This is an optimization exercise on Yosys and OpenROAD, whose aim is small area, a short achievable clock period and few clock cycles, not a production implementation.
Function was checked by simulation only, so behaviour that the tests miss may differ from the original.
Power is estimated from default activity; no workload was simulated.

==> flow/design.v (excerpt) <==
module cpu_top (
    input  logic  clk_i,
    input  logic  rst_i,
    output logic  cyc_o,
    output logic  stb_o,
    output logic  we_o,
    output cpu_pkg::sel_t  sel_o,
    output cpu_pkg::word_t adr_o,
    output cpu_pkg::word_t dat_o,
    input  logic  ack_i,
    input  logic  err_i,
    input  cpu_pkg::word_t dat_i
);
    logic        rf_we;
    logic [4:0]  rf_wid;
    logic [31:0] rf_rsel;
    logic [30:0] rf_valid;
    logic [63:0] pc;
    logic [63:0] rd;
    logic [63:0] op;
    logic [63:0] tmp;
    logic [40:0] imm;
    logic [5:0]  amt;
    logic        big, sub;
    logic        s_mov, s_shl, s_shr, s_as, s_or, s_and, s_xor;
    logic [63:0] result;
    logic        z_sub, z_tb;
    assign sel_o = 8'hff;
    assign stb_o = cyc_o;
    logic [63:0] dato;
    assign dat_o = dato;
    cpu_control u_control (
        .clk_i      (clk_i),
        .rst_i      (rst_i),
        .cyc_o      (cyc_o),
        .we_o       (we_o),
        .adr_o      (adr_o),
        .ack_i      (ack_i),
        .err_i      (err_i),
        .dat_i      (dat_i),
        .rf_we_o    (rf_we),
        .rf_wid_o   (rf_wid),
        .rf_rsel_o  (rf_rsel),
        .rf_valid_i (rf_valid),
        .pc_o       (pc),
        .rd_i       (rd),
        .dato_o     (dato),
        .op_o       (op),
        .tmp_o      (tmp),
        .imm_o      (imm),
        .amt_o      (amt),
        .big_o      (big),
        .sub_o      (sub),
        .s_mov_o    (s_mov),
        .s_shl_o    (s_shl),
        .s_shr_o    (s_shr),
        .s_as_o     (s_as),
        .s_or_o     (s_or),
        .s_and_o    (s_and),
        .s_xor_o    (s_xor),
        .result_i   (result),
        .z_sub_i    (z_sub),
        .z_tb_i     (z_tb)
    );
    cpu_regfile u_regfile (
        .clk_i   (clk_i),
        .rst_i   (rst_i),
        .we_i    (rf_we),
        .wid_i   (rf_wid),
        .wdat_i  (result),
        .rsel_i  (rf_rsel),
        .pc_i    (pc),
        .valid_o (rf_valid),
        .rdat_o  (rd)
    );
    cpu_alu u_alu (
        .op_i     (op),
        .tmp_i    (tmp),
        .imm_i    (imm),
        .amt_i    (amt),
        .big_i    (big),
  ...
==> flow/config.mk <==
export PLATFORM = sky130hd
export DESIGN_NAME = cpu_top
export DESIGN_NICKNAME = cpu_top
export VERILOG_FILES = /design/flow/design.v
export SDC_FILE = /design/flow/constraint.sdc
export NUM_CORES = 4
export LEC_CHECK = 0
export CAP_MARGIN = 20
export CORE_MARGIN = 2
export CORE_UTILIZATION = 40
export CTS_CLUSTER_DIAMETER = 80
export CTS_CLUSTER_SIZE = 28
export SETUP_SLACK_MARGIN = 5
export SLEW_MARGIN = 20
==> flow/constraint.sdc <==
create_clock -name core_clock -period 10.0 [get_ports {clk_i}]
set_input_delay 2.0000 -clock core_clock [delete_from_list [all_inputs] [get_ports {clk_i}]]
set_output_delay 2.0000 -clock core_clock [all_outputs]
set_load 0.01 [all_outputs]
standard.sh (not shown) runs the stock make flow with config.mk's settings and CLKGATE_MAP_FILE= SYNTH_SCRIPT=/design/flow/synth_recipe.tcl, a recipe that flattens the netlist after the stock synthesis.
==> flow/flow/run.sh <==
#!/bin/bash
set -euo pipefail
bash standard.sh SETUP_SLACK_MARGIN=5.8 "BUFFER_PORTS_ARGS=-buffer_cell sky130_fd_sc_hd__buf_4" finish > standard_flow.log 2>&1
The baseline completed without violations.
Testbench counts at the start, summed over its fixed seeds: cycles 26,659.
==> next run, changes <==
Settings changed: CORE_UTILIZATION 40 to 58.
Effect:
- non-clock buffer count fell by 21
- sequential share of layout area rose by 1.2 points
- cell area drops by a few percent
- routed wire length drops by a few percent
- first-iteration DRC count is higher by about a fifth
==> next run, changes <==
Settings changed: CORE_UTILIZATION 58 to 50.
Result:
- The changed run ran to the end with no violations
- cell area climbs by 0.96%
- total power climbs by 3.0%
- sequential power hardly moves
==> next run, changes <==
==> flow/flow/run.sh (replaced) <==
#!/bin/bash
set -euo pipefail
bash standard.sh SETUP_SLACK_MARGIN=6.0 "BUFFER_PORTS_ARGS=-buffer_cell sky130_fd_sc_hd__buf_4" finish > standard_flow.log 2>&1
=> Now the flow finished but fails on max-capacitance violations, max-slew violations. Die area is unchanged. Synthesized cell count stays the same. Power climbs slightly. Via count climbs slightly. Non-clock buffer count climbs by 94. Final cell count climbs slightly. Setup slack is about the same.
==> next run, changes <==
==> flow/run.sh (new file) <==
#!/bin/bash
# synth_recipe.tcl (not shown) runs the flow's synth.tcl, then flattens the netlist and writes it again
# the make line also repeats each setting of config.mk as NAME=value (left out here)
make -C /OpenROAD-flow-scripts/flow DESIGN_CONFIG=/design/flow/config.mk WORK_HOME=/design/flow/orfs CLKGATE_MAP_FILE= SYNTH_SCRIPT=/design/flow/synth_recipe.tcl finish
Settings changed: CORE_UTILIZATION 50 to 40.
removed: flow/flow/run.sh
removed: flow/standard.sh
The new run produced a clean layout.
Final area falls by a few percent.
Maximum frequency falls by roughly a tenth.
Global-route usage falls by 13 points.
Worst setup slack loses 0.67 ns.
Clock skew rises by 0.015 ns.
Hold slack hardly moves.
Via count falls by a few percent.
Clock-buffer cell count falls by 18.
Flip-flop and latch count does not change.
Total power falls by a few percent.


## wip/xenon
Starting RTL as in the previous note.
==> flow/config.mk <==
export PLATFORM = sky130hd
export DESIGN_NAME = cpu_top
export DESIGN_NICKNAME = cpu_top
export VERILOG_FILES = /design/flow/design.v
export SDC_FILE = /design/flow/constraint.sdc
export NUM_CORES = 4
export LEC_CHECK = 0
export CAP_MARGIN = 20
export CORE_MARGIN = 2
export CORE_UTILIZATION = 40
export CTS_CLUSTER_DIAMETER = 80
export CTS_CLUSTER_SIZE = 28
export PLACE_DENSITY = 0.75
export SETUP_SLACK_MARGIN = 5
export SLEW_MARGIN = 20
==> flow/constraint.sdc <==
create_clock -name core_clock -period 10.0 [get_ports {clk_i}]
set_input_delay 2.0000 -clock core_clock [delete_from_list [all_inputs] [get_ports {clk_i}]]
set_output_delay 2.0000 -clock core_clock [all_outputs]
set_load 0.01 [all_outputs]
==> flow/flow/run.sh <==
#!/bin/bash
set -euo pipefail
bash standard.sh SETUP_SLACK_MARGIN=5.8 "BUFFER_PORTS_ARGS=-buffer_cell sky130_fd_sc_hd__buf_4" finish > standard_flow.log 2>&1
Testbench counts of wip/xenon, summed over its fixed seeds: cycles 26,659.
--- input diff wip/xenon..wip/maple ---
- PLACE_DENSITY: 0.75 -> unset
==> flow/flow/run.sh <==
#!/bin/bash
set -euo pipefail
bash standard.sh SETUP_SLACK_MARGIN=5.4 "BUFFER_PORTS_ARGS=-buffer_cell sky130_fd_sc_hd__buf_4" finish > standard_flow.log 2>&1
--- outcome ---
- Going from wip/xenon to wip/maple, share of the clock period used by the worst path increased 3.8 points, total power draw up about 2.3%, routed length on met2 went up, worst hold margin comparable.
- In the reports for wip/maple and wip/xenon, the smaller cell depth of the worst flop-to-flop path belongs to wip/maple.
- Status: count of multi-input gates parity (wip/xenon, wip/maple)
- Detail-routed via count per cell, wip/maple vs wip/xenon: down by a few percent

==> afterwards: timing with drivers on the ports <==
No port has a modelled driver above. Below, the same layouts with a new extraction and two added sets of constraints.
Step 1: set_driving_cell puts a clkbuf_16 on clk_i and a buf_2 on each other input, an assumption about the parent block.
Step 2 times the ports against the registers' clock, not the clock port: input delays grow and output delays shrink by t, the midpoint of the rising clock arrivals with the driver on.
Slacks: ideal ports / drivers / drivers and shift; pairs: ideal ports / drivers.
run	t (ns)	slack for setup (ns)	worst hold slack (ns)	cell pins on the clock port's net
the first run of note 1	0.988	5.496 / 5.483 / 4.831	0.465 / 0.465 / 0.465	1
the second run of note 1	0.930	5.515 / 5.472 / 4.889	0.466 / 0.466 / 0.466	1
the third run of note 1	0.937	5.651 / 5.558 / 4.852	0.465 / 0.465 / 0.465	1
the fourth run of note 1	0.939	5.650 / 5.555 / 5.051	0.470 / 0.470 / 0.470	1
the fifth run of note 1	0.938	4.982 / 4.893 / 4.112	0.467 / 0.467 / 0.467	1
wip/xenon	0.959	5.578 / 5.488 / 4.772	0.461 / 0.461 / 0.461	1
wip/maple	0.965	5.197 / 5.197 / 4.491	0.464 / 0.464 / 0.464	1
The setup slack of the fifth run of note 1, which loses most, moves by -0.089 ns with the drivers and by -0.870 ns with both steps.
